What follows belongs to an exercise in optimizing a design on an open flow for small area, a short achievable clock period and few clock cycles per item; a production flow would make more cautious choices.
In this exercise RTL edits were held to simulation tests only and were not proved equivalent to the original.

===== design/flow/run.sh =====
#!/bin/bash
# synth_recipe.tcl (not shown) runs the flow's synth.tcl, then flattens the netlist and writes it again
# the make line also repeats each setting of config.mk as NAME=value (left out here)
make -C /OpenROAD-flow-scripts/flow DESIGN_CONFIG=/design/flow/config.mk WORK_HOME=/design/flow/orfs CLKGATE_MAP_FILE= SYNTH_SCRIPT=/design/flow/synth_recipe.tcl finish

===== design/flow/config.mk =====
export PLATFORM = sky130hd
export DESIGN_NAME = cnn_top
export DESIGN_NICKNAME = cnn_top
export VERILOG_FILES = /design/flow/design.v
export SDC_FILE = /design/flow/constraint.sdc
export NUM_CORES = 4
export LEC_CHECK = 0
export CAP_MARGIN = 20
export CORE_MARGIN = 2
export CORE_UTILIZATION = 40
export SETUP_SLACK_MARGIN = 5
export SLEW_MARGIN = 20

===== design/flow/constraint.sdc =====
create_clock -name core_clock -period 12.0 [get_ports {clk}]
set_input_delay 2.4000 -clock core_clock [delete_from_list [all_inputs] [get_ports {clk}]]
set_output_delay 2.4000 -clock core_clock [all_outputs]
set_load 0.01 [all_outputs]

===== design/flow/design.v =====
`default_nettype none
module cnn_top (
    input  logic              clk,
    input  logic              rst,
    input  logic              load_en,
    input  logic [6:0]        load_addr,
    input  logic signed [7:0] load_data,
    input  logic              start,
    input  logic [1:0]        class_sel,
    output logic signed [7:0] score,
    output logic              conv_done,
    output logic              pool_done,
    output logic              dense_done
);
    function automatic logic [15:0] bwrow(input logic [7:0] a, input logic [7:0] b, input integer j);
        logic [15:0] r;
        r = '0;
        for (int i = 0; i < 8; i++)
            if ((i == 7) != (j == 7))
                r[i+j] = ~(a[i] & b[j]);
            else
                r[i+j] = a[i] & b[j];
        bwrow = r;
    endfunction
    logic [7:0]        ring  [0:63];    
    logic [5:0]        off;
    logic signed [7:0] ker   [0:8];
    logic signed [7:0] cbias;
    logic signed [7:0] dw    [0:35];
    logic signed [7:0] dbias [0:3];
    logic       rp;         
    logic       wr_img;
    logic       shift;
    logic [7:0] sdata;
    logic [5:0] wpos;
    assign wr_img = load_en && !load_addr[6];
    assign shift  = rp || (wr_img && load_addr[5:0] == off);
    assign sdata  = rp ? ring[0] : load_data;
    assign wpos   = load_addr[5:0] - off;
    logic [7:0] wlo, whi0, whi1, cy;
    always_comb
    begin
        for (int t = 0; t < 8; t++)
        begin
            wlo[t]  = load_addr[2:0] == 3'(t + 32'(off[2:0]));
            cy[t]   = (t + 32'(off[2:0])) >= 8;
            whi0[t] = load_addr[5:3] == 3'(t + 32'(off[5:3]));
            whi1[t] = load_addr[5:3] == 3'(t + 32'(off[5:3]) + 1);
        end
    end
    logic [63:0] we;
    logic [63:0] hold;
    logic [7:0]  ring_d [0:63];
    always_comb
    begin
        for (int j = 0; j < 64; j++)
        begin
            we[j]   = wr_img && !shift && (wlo[j%8] && (cy[j%8] ? whi1[j/8] : whi0[j/8]));
            hold[j] = !(shift || we[j]);
        end
        for (int j = 0; j < 63; j++)
            ring_d[j] = ({8{shift}} & ring[j+1]) | ({8{we[j]}} & load_data) | ({8{hold[j]}} & ring[j]);
        ring_d[63] = ({8{shift}} & sdata) | ({8{we[63]}} & load_data) | ({8{hold[63]}} & ring[63]);
    end
    always_ff @(posedge clk)
    begin
        for (int j = 0; j < 64; j++)
            ring[j] <= ring_d[j];
    end
    always_ff @(posedge clk)
    begin
        if (rst)
            off <= 6'd0;
        else if (shift)
            off <= off + 6'd1;
    end
    always_ff @(posedge clk)
    begin
        if (load_en)
        begin
            for (int k = 0; k < 9; k++)
                if (load_addr == 7'(64 + k))
                    ker[k] <= load_data;
            if (load_addr == 7'd73)
                cbias <= load_data;
            for (int k = 0; k < 36; k++)
                if (load_addr == 7'(80 + k))
                    dw[k] <= load_data;
            for (int k = 0; k < 4; k++)
                if (load_addr == 7'(116 + k))
                    dbias[k] <= load_data;
        end
    end
    logic sact;       
    logic scomp;      
    logic rdy;        
    logic busy;
    logic done;
    logic v1;         
    logic [5:0] n1;
    logic [18:0]        x1_d, x2_d, x3_d, csum;
    logic [18:0]        x1, x2, x3;
    logic signed [12:0] csh;
    logic signed [7:0]  c8_d;
    logic signed [7:0]  c8;
    logic               v2;
    logic [2:0]         r2, c2;
    always_comb
    begin
        x1_d = 19'(524288 - 3 * 32512);
        for (int j = 0; j < 3; j++)
            for (int b = 0; b < 8; b++)
                x1_d = x1_d + 19'(bwrow(ring[48 + j], ker[j], b));
        x2_d = x1 + 19'(524288 - 3 * 32512);
        for (int j = 0; j < 3; j++)
            for (int b = 0; b < 8; b++)
                x2_d = x2_d + 19'(bwrow(ring[55 + j], ker[3 + j], b));
        x3_d = x2 + 19'(524288 - 2 * 32512);
        for (int j = 0; j < 2; j++)
            for (int b = 0; b < 8; b++)
                x3_d = x3_d + 19'(bwrow(ring[62 + j], ker[6 + j], b));
        csum = x3 + 19'(524288 - 32512) + 19'($signed(cbias));
        for (int b = 0; b < 8; b++)
            csum = csum + 19'(bwrow(ring[63], ker[8], b));
        csh  = csum[18:6];
        c8_d = (csh > 13'sd127) ? 8'sd127 : (csh < -13'sd128) ? -8'sd128 : csh[7:0];
    end
    always_ff @(posedge clk)
    begin
        x1 <= x1_d;
        x2 <= x2_d;
        x3 <= x3_d;
        c8 <= c8_d;
        r2 <= n1[5:3] - 3'd2;
        c2 <= n1[2:0] - 3'd2;
    end
    logic signed [7:0]  pair_lo;
    logic signed [7:0]  pm;
    logic signed [7:0]  rb [0:2];
    logic signed [7:0]  pool;
    logic               v3;
    logic [3:0]         k3;
    logic               kfirst;
    assign pm = (c8 > pair_lo) ? c8 : pair_lo;
    always_ff @(posedge clk)
    begin
        if (v2 && !c2[0])
            pair_lo <= c8;
        if (v2 && c2[0])
        begin
            rb[0] <= pm;
            rb[1] <= rb[0];
            rb[2] <= rb[1];
        end
        if (v2 && c2[0] && r2[0])
        begin
            pool   <= (pm > rb[2]) ? pm : rb[2];
            k3     <= 4'(r2[2:1] * 3 + c2[2:1]);
            kfirst <= r2[2:1] == 2'd0 && c2[2:1] == 2'd0;
        end
    end
    logic        ph;
    logic        mac;
    logic [18:0] acur, aalt, bcur, balt;
    logic [18:0] abase, bbase;
    logic [18:0] anext, bnext;
    logic [7:0]  wa, wb;
    logic [3:0]  kn;
    assign mac = v3 || ph;
    assign kn  = 4'(r2[2:1] * 3 + c2[2:1]);
    always_ff @(posedge clk)
    begin
        if (v2 && c2[0] && r2[0])
        begin
            wa <= dw[kn];
            wb <= dw[9 + 32'(kn)];
        end
        else if (v3)
        begin
            wa <= dw[18 + 32'(k3)];
            wb <= dw[27 + 32'(k3)];
        end
    end
    always_comb
    begin
        abase = kfirst ? 19'($signed(ph ? dbias[2] : dbias[0])) : aalt;
        bbase = kfirst ? 19'($signed(ph ? dbias[3] : dbias[1])) : balt;
        anext = abase + 19'(524288 - 32512);
        bnext = bbase + 19'(524288 - 32512);
        for (int b = 0; b < 8; b++)
        begin
            anext = anext + 19'(bwrow(pool, wa, b));
            bnext = bnext + 19'(bwrow(pool, wb, b));
        end
    end
    always_ff @(posedge clk)
    begin
        if (mac)
        begin
            acur <= anext;
            aalt <= acur;
            bcur <= bnext;
            balt <= bcur;
        end
    end
    logic signed [7:0] score_q [0:3];
    function automatic logic [7:0] sat5(input logic [18:0] a);
        logic signed [13:0] s;
        s = a[18:5];
        sat5 = (s > 14'sd127) ? 8'sd127 : (s < -14'sd128) ? 8'h80 : s[7:0];
    endfunction
    logic fin;    
    assign fin = ph && k3 == 4'd8;
    always_ff @(posedge clk)
    begin
        if (rst)
        begin
            sact  <= 1'b0;
            scomp <= 1'b0;
            rdy   <= 1'b0;
            rp    <= 1'b0;
            busy  <= 1'b0;
            done  <= 1'b0;
            v1    <= 1'b0;
            v2    <= 1'b0;
            v3    <= 1'b0;
            ph    <= 1'b0;
            n1    <= 6'd0;
        end
        else
        begin
            sact <= shift && (off == 6'd0 || sact) && off != 6'd63;
            v1   <= shift && (off == 6'd0 || sact);
            n1   <= off;
            if (load_en && !shift)
            begin
                scomp <= 1'b0;
                rdy   <= 1'b0;
            end
            else if (shift && (off == 6'd0 || sact))
            begin
                scomp <= off == 6'd63;
                rdy   <= 1'b0;
                if (off == 6'd63)
                    rp <= 1'b0;
            end
            else if (shift)
            begin
                scomp <= 1'b0;
                rdy   <= 1'b0;
            end
            else if (fin && scomp)
                rdy <= 1'b1;
            v2 <= v1 && n1[5:4] != 2'b00 && n1[2:1] != 2'b00;
            v3 <= v2 && c2[0] && r2[0];
            ph <= v3;
            if (start && !busy)
            begin
                busy <= 1'b1;
                done <= 1'b0;
                if (!rdy && !scomp)
                    rp <= 1'b1;
            end
            else if (busy && rdy)
            begin
                busy <= 1'b0;
                done <= 1'b1;
            end
        end
    end
    always_ff @(posedge clk)
    begin
        if (busy && rdy && !rst)
        begin
            score_q[0] <= sat5(aalt);
            score_q[2] <= sat5(acur);
            score_q[1] <= sat5(balt);
            score_q[3] <= sat5(bcur);
        end
    end
    assign score      = score_q[class_sel];
    assign conv_done  = done;
    assign pool_done  = done;
    assign dense_done = done;
endmodule
`default_nettype wire

==> results of run 1 <==
worst reg2reg max path, stage by stage (launching register included):
cell and delay [ns]:
edfxtp_1 0.47, and2_1 0.22, fa_1 0.53, inv_1 0.05
fa_1 0.48, fa_1 0.56, inv_1 0.06, fa_1 0.50
inv_1 0.05, fa_1 0.48, fa_1 0.48, inv_1 0.04
ha_1 0.27, ha_1 0.22, fa_1 0.45, a21o_1 0.18
a21oi_2 0.17, o21bai_1 0.08, a21oi_1 0.22, o21bai_1 0.11
a21oi_2 0.20, or4b_2 0.60, o211ai_1 0.11
placed cells by master (no fill, tap or decap), types with 79 or more instances in the layout:
cell	instances
a22o_1	118
fa_1	619
xnor2_1	90
a21o_1	79
ha_1	337
nor2_1	279
buf_4	118
dfxtp_1	605
and2_1	374
inv_1	782
clkbuf_16	142
nand2_1	1153
a22oi_1	477
edfxtp_1	569
a21oi_1	172
path summary, 6_finish.rpt:
check	start	end	slack (ns)	depth (start not counted)
worst max-delay path	class_sel[0]	score[7]	5.34	3
worst max register to register	ker[2][4]$_DFFE_PP_	x1[17]$_DFF_P_	5.37	22
worst min register to register	n1[3]$_SDFF_PP0_	r2[0]$_DFF_P_	0.34	0
worst min-delay path	n1[3]$_SDFF_PP0_	r2[0]$_DFF_P_	0.34	0
stage by stage:
stage                     cell area [sq um]  hold WS, ns  setup slack, ns  utilization [%]
after floorplan                       72000        0.310             5.61                -
after global placement                75000        0.315             5.14             42.0
after detailed placement              75000        0.321             5.20             42.0
after CTS                             79600        0.335             5.16             44.5
after global routing                  79600        0.355             5.03             44.6
final                                 79600        0.339             5.34             44.6
metal layers:
metal | vias to the layer above | global-route usage, %
li1 | 23700 | -
met1 | 26500 | 33.7
met2 | 2143 | 39.1
met3 | 564 | 4.28
met4 | 8 | 11.2
met5 | - | 0.364
repair_timing:
action                     CTS  global route
setup endpoints to repair    0             1
gates resized for setup      0             2
setup buffers                0             4
state kept, by name, indices dropped and copies added, names as in the netlist, 4 cells and up:
signal,count
cbias,8
x2,19
bcur,19
c8,8
wb,8
dw,288
x3,19
pair_lo,8
score_q,32
x1,19
n1,6
wa,8
dbias,32
off,6
ring,512
k3,4
pool,8
aalt,19
ker,72
acur,19
rb,24
balt,19
kinds of logic after synthesis:
family / share of synthesized area, %
XOR/XNOR: 1.55
buffers and inverters: 5.87
flip-flops: 40.5
multiplexers: 1.75
adder cells (fa/ha/maj): 23.1
AO/OA/AOI/OAI: 13.4
AND/OR/NAND/NOR: 13.9
cells in the mapped netlist, types with 48 or more instances:
cell | count | area (sq um)
a21o_1 | 80 | 601
a21oi_1 | 175 | 876
a221o_1 | 67 | 671
a221oi_1 | 50 | 438
a22o_1 | 118 | 1030
a22oi_1 | 477 | 3580
and2_1 | 374 | 2340
buf_2 | 56 | 280
clkbuf_1 | 234 | 878
dfxtp_1 | 605 | 12100
edfxtp_1 | 569 | 17100
fa_1 | 619 | 12400
ha_1 | 337 | 4220
inv_1 | 782 | 2940
mux2i_1 | 61 | 611
nand2_1 | 1153 | 4330
nand3_1 | 60 | 300
nor2_1 | 296 | 1110
nor2_2 | 48 | 300
nor3_1 | 79 | 395
o21ai_0 | 55 | 275
o21ai_1 | 62 | 310
xnor2_1 | 90 | 788
cell type report:
class,count,area (sq um)
inverters,782,2940
clock buffers,195,3900
fillers,16800,99000
multi-input cells,4669,38800
flip-flops and latches,1174,29200
well taps,2355,2950
clock inverters,55,632
diodes,3,7.51
repair buffers,144,1160
==> key figures, run 1 <==
STA
  – Final setup violating endpoints: 0
  – Slew Viols, Final: 0
  – Period utilisation layout: a little under three fifths
  – Tightest slew margin relative to the limit: 16.3%
  – RSZ-0062 raised after global routing: false
  – Worst slew pin tran: 1.25 ns
  – Count of endpoints failing hold in the final timing report: 0
  – Clock Skews: 0.0369 ns
  – Maximum clock rate: roughly 0.15 GHz
  – Shortest period the worst path allows: 6.66 ns
  – Setup Total Neg Slack: 0 ns

Synth
  – Number of warnings reported in the yosys synthesis log: 8
  – Net count of the mapped netlist: 7,919
  – Share of flip-flops with an asynchronous set or reset after synthesis: 0%
  – Number of synthesized flops with an enable pin: ~570
  – Number of library cell types mapped by synthesis: 95
  – Predominant post-synthesis flop cell: dfxtp_1
  – Yosys reg bits: ~1,200
  – Synthesized cell area: 72,000 sq um
  – Share of the yosys chip area belonging to registers: between 40 and 50%
  – Per-instance average area after synthesis: 10.4 sq um
  – Instance count of the mapped netlist: 6,942

Placed design
  – Number of cells in the design after placement: 9,120
  – RD Place Congestion: roughly 1.0
  – Count of port buffers added during placement: 31
  – Post-detail-place hpwl: 166,000 um

Routing
  – Detail-routed net length per standard cell: 24.6 um
  – Final ANT Viol Nets: 0
  – Count of unresolved DRC violations after routing: 0
  – Mean number of vias per cell: around 5.6
  – Highest Signal Layer: met5
  – Wire length on met1: ~98,000 um
  – Routed length on met3: approximately 17,000 um
  – Total length of routed wires: 231,000 um
  – Number of iterations in the first detailed-routing pass: 10
  – Total met2 wirelength after detailed routing: 104,000 um
  – Number of vias after detailed routing: 53,000
  – Detailed router's first-iteration violation count: 5,803

Critical path
  – Sum of buffers and inverters on the critical path: 2
  – Required time worst endpoint: 9.60 ns
  – Cell class contributing the biggest share of worst-path delay: buffers and inverters
  – Cells traversed along the worst timing path: clkdlybuf4s50_1, mux4_2, clkdlybuf4s50_1
  – Worst path arrival time: 4.26 ns
  – Maximum cell stage delay along the critical path: 0.78 ns
  – Library cell contributing the largest single delay on the critical path: clkdlybuf4s50_1
  – Largest driver fanout on the critical path: 8
  – Critical Path Most Common Cell: clkdlybuf4s50_1
  – Crit start category: input port
  – Worst setup path category: input port to output port
  – Kind of end point of the critical path: output port

Layout
  – Synth-to-Final Area Change: 10.5%
  – Count of placed standard cells in the final layout, fillers left out: approximately 9,400
  – Layout Nets: 7,884
  – Layout cells sized above 1: approximately 7.1%

Die
  – Die height: 428 um
  – DIE AREA: between 150,000 and 200,000 sq um
  – # rows: 155
  – Effective utilization at floorplan: 40.3%
  – Io pins: 32
  – Core region area: 179,000 sq um
  – Die Width: 428 um

Global routing
  – Total global-route track usage: 24.9%
  – Wire length of the first global-routing pass: between 300,000 and 400,000 um
  – Vias in the first global route: 53,200
  – Pin count of the biggest net entering global routing: about 210
  – Total global routing overflow: 0
  – Number of antenna violations at the first check in global routing: 13

Outcome
  – Status: no timing/DRC/antenna violations

Clock network
  – Later-pin clock latency in the skew report: 0.81 ns
  – Sink Count: 1,174
  – CTS clock-pin slew for the worst setup and hold paths: ~0.06 ns
  – Root buffer cell: clkbuf_16
  – Clock tree from TritonCTS: done
  – Number of buffers on the longest clock path: 3
  – Clock buffers created by TritonCTS: 136
  – H-tree lvl count: 4
  – CTS Hold Buffers Added: 0

Run
  – Count of maximum capacitance violations: 0

Worst hold path
  – Hold/Removal Path Class: flop to flop
Testbench counts, summed over its fixed seeds: cycles 9,360, frames 128.
==> run 2: changes to the inputs <==
--- a/design/flow/config.mk
+++ b/design/flow/config.mk
@@ -9,4 +9,3 @@
 export CORE_MARGIN = 2
 export CORE_UTILIZATION = 40
-export SETUP_SLACK_MARGIN = 5
 export SLEW_MARGIN = 20
==> key figures, run 2 <==
Outcome
  – Status: no timing/DRC/antenna violations

Routing
  – Count of unresolved DRC violations after routing: 0
  – Total length of routed wires: 231,000 um
  – Final ANT Viol Nets: 0
  – Number of vias after detailed routing: between 50,000 and 60,000
  – Detailed router's first-iteration violation count: 5,820
  – Number of iterations in the first detailed-routing pass: 9
  – Mean number of vias per cell: 5.65
  – Detail-routed net length per standard cell: 24.6 um

Synth
  – Post-synth top cells: nand2_1, inv_1, fa_1
  – Share of flip-flops with an asynchronous set or reset after synthesis: 0%
  – Combinational family with the most area after synthesis: adder cells
  – Per-instance average area after synthesis: 10.4 sq um
  – Synthesized-area fraction occupied by ao, oa, aoi and oai cells: 13.4%
  – Net count of the mapped netlist: 7,919
  – Area share of xor/xnor cells in the synthesized design: 1.55%
  – Most repeated cell in the gate-level netlist after synthesis: nand2_1
  – Top cells by area, synth: edfxtp_1, fa_1, dfxtp_1
  – Predominant post-synthesis flop cell: dfxtp_1
  – Yosys reg bits: 1,174
  – Instance count of the mapped netlist: 6,942
  – Synth Area in Adders: 23.1%
  – Share of the yosys chip area belonging to registers: 40.5%
  – Post-synthesis share of cell area spent on and, or, nand and nor gates: 13.9%
  – Number of warnings reported in the yosys synthesis log: 8
  – Number of synthesized flops with an enable pin: 569
  – Biggest area consumer among synthesized cells: edfxtp_1
  – Number of library cell types mapped by synthesis: 95
  – Portion of synthesized cell area occupied by the leading cell type: 23.7%
  – Synthesized cell area: 72,000 sq um
  – Proportion of synthesized area in mux cells: 1.75%

Placed design
  – Number of cells in the design after placement: 9,120
  – RD Place Congestion: about 1.0
  – Area after DPL: about 75,000 sq um
  – Post-detail-place hpwl: 166,000 um
  – Post-place setup slack: 5.20 ns
  – Count of port buffers added during placement: 31

STA
  – Worst slew pin tran: 1.19 ns
  – Period utilisation layout: 56.6%
  – Tightest slew margin relative to the limit: 20.1%
  – Maximum clock rate: 0.147 GHz
  – Hold_ws: about 0.34 ns
  – RSZ-0062 raised after global routing: false
  – Final setup violating endpoints: 0
  – Shortest period the worst path allows: 6.80 ns
  – Count of endpoints failing hold in the final timing report: 0
  – Slew Viols, Final: 0
  – Clock Skews: approximately 0.037 ns
  – Setup Total Neg Slack: 0 ns
  – Final setup margin: 5.20 ns

Clock network
  – H-tree lvl count: 4
  – Later-pin clock latency in the skew report: 0.80 ns
  – Root buffer cell: clkbuf_16
  – Sink Count: 1,174
  – Number of buffers on the longest clock path: 3
  – Post CTS Setup Buffer Count: 0
  – CTS Hold Buffers Added: 0
  – CTS-repair resized insts: 0
  – Clock buffers created by TritonCTS: 136
  – CTS clock-pin slew for the worst setup and hold paths: approximately 0.060 ns
  – Clock tree from TritonCTS: done

Critical path
  – Cell class contributing the biggest share of worst-path delay: adder cells
  – Worst setup path end: x1[17]$_DFF_P_
  – Maximum cell stage delay along the critical path: approximately 0.6 ns
  – Worst path arrival time: 7.51 ns
  – Reg-to-reg startpoint: ker[2][4]$_DFFE_PP_
  – Required time worst endpoint: ~13 ns
  – Depth of the most critical reg-to-reg path: 22
  – Worst setup path category: flop to flop
  – Cells traversed along the worst timing path: and2_1, fa_1, inv_1, fa_1, fa_1, inv_1, fa_1, inv_1, fa_1, fa_1, inv_1, ha_1, ha_1, fa_1, a21o_1, a21oi_1, o21bai_1, a21oi_1, o21bai_1, a21oi_1, or4b_2, o211ai_1
  – Library cell contributing the largest single delay on the critical path: or4b_2
  – Total stage count of the critical path: 22
  – Largest driver fanout on the critical path: 8
  – Crit start category: flop
  – Capture instance of the worst register-to-register path: x1[17]$_DFF_P_
  – Sum of buffers and inverters on the critical path: 4
  – Critical Path Most Common Cell: fa_1
  – Minimum setup slack among reg-to-reg paths: approximately 5.2 ns
  – Kind of end point of the critical path: flop
  – Setup crit start: ker[2][4]$_DFFE_PP_

Global routing
  – Pin count of the biggest net entering global routing: 211
  – Wire length of the first global-routing pass: 346,000 um
  – Number of antenna violations at the first check in global routing: 13
  – Total global routing overflow: 0
  – Total global-route track usage: 24.9%
  – Vias in the first global route: between 50,000 and 60,000

Run
  – Count of maximum capacitance violations: 0

Die
  – # rows: about 160
  – DIE AREA: 184,000 sq um
  – Core region area: between 150,000 and 200,000 sq um
  – Die height: between 400 and 500 um
  – Die Width: 428 um
  – Effective utilization at floorplan: 40.3%
  – Io pins: 32

Layout
  – Commonest cells after routing, fill and taps aside: nand2_1, inv_1, fa_1, dfxtp_1, edfxtp_1
  – Core utilization of the finished layout: ~45%
  – Total non-filler cell area in the finished layout: 79,600 sq um
  – Most flop-heavy register: ring
  – Synth-to-Final Area Change: 10.5%
  – Flip-flop count of the largest register after layout: 512
  – Largest registers: ring x512, dw x288, ker x72
  – Most common cell after layout, fill and taps aside: nand2_1
  – Count of placed standard cells in the final layout, fillers left out: 9,373
  – Layout cells sized above 1: approximately 7.0%
  – Layout Nets: 7,880

Worst hold path
  – Hold/Removal Path Class: flop to flop
## run 2: area by class of cell
cell class,count,area (sq um)
Fill cell,16800,99000
Timing Repair Buffer,140,1130
Inverter,782,2940
Tap cell,2355,2950
Clock inverter,55,632
Sequential cell,1174,29200
Antenna cell,3,7.51
Clock buffer,195,3900
Multi-Input combinational cell,4669,38800
## run 2: layer usage
layer,up-vias,wire [um],track usage (%)
met1,26400,97100,33.7
met5,-,135,0.364
met2,2244,104000,39.1
li1,23700,-,-
met4,10,11500,11.2
met3,577,18100,4.28
## run 2: worst min path at each step
stage,start,endpoint,slack [ns],cells past startpoint
finish,n1[3]$_SDFF_PP0_,r2[0]$_DFF_P_,0.34,0
global route,n1[3]$_SDFF_PP0_,r2[0]$_DFF_P_,0.35,0
CTS,n1[3]$_SDFF_PP0_,r2[0]$_DFF_P_,0.33,0
detailed placement,n1[3]$_SDFF_PP0_,r2[0]$_DFF_P_,0.32,0
global placement,n1[3]$_SDFF_PP0_,r2[0]$_DFF_P_,0.31,0
floorplan,n1[0]$_SDFF_PP0_,c2[0]$_DFF_P_,0.31,0
## run 2: cells by family (layout without fill, tap and decap cells)
kind of cell,Yosys count,in the layout
xor gates and xnor gates,123,123
muxes,101,101
adders and majority gates,956,956
other,0,3
AOI/OAI and AO/OA,1309,1309
DFF,1174,1174
and+or+nand+nor,2180,2180
buffers and inverters,1099,1172

[separate check: timing with driven ports]
The flow's constraints put no driver on any port. The routed layouts listed below were extracted and timed again, unchanged, in two steps.
Step 1 sets driving cells, clkbuf_16 on the clock port and buf_2 on the other inputs (assumed; they add their load-dependent delay and slew).
Step 2 adds t to the input delays and takes it off the output delays; t is the mean of the earliest and latest rising clock arrival at the registers after step 1. Input paths then give back, and output paths get back, about the clock's delay inside the block.
Slacks: ideal / step 1 / step 2; pairs: ideal / step 1.
run	shift t [ns]	setup slack, ns	worst register clock-pin slew, ns
run 1	0.866	5.338 / 5.303 / 5.045	0.07 / 0.07
run 2	0.864	5.205 / 5.205 / 5.058	0.07 / 0.07
After both steps every run listed still meets setup and hold. For run 1, which loses most, drivers alone change the setup slack by -0.035 ns; drivers and shift together by -0.293 ns.
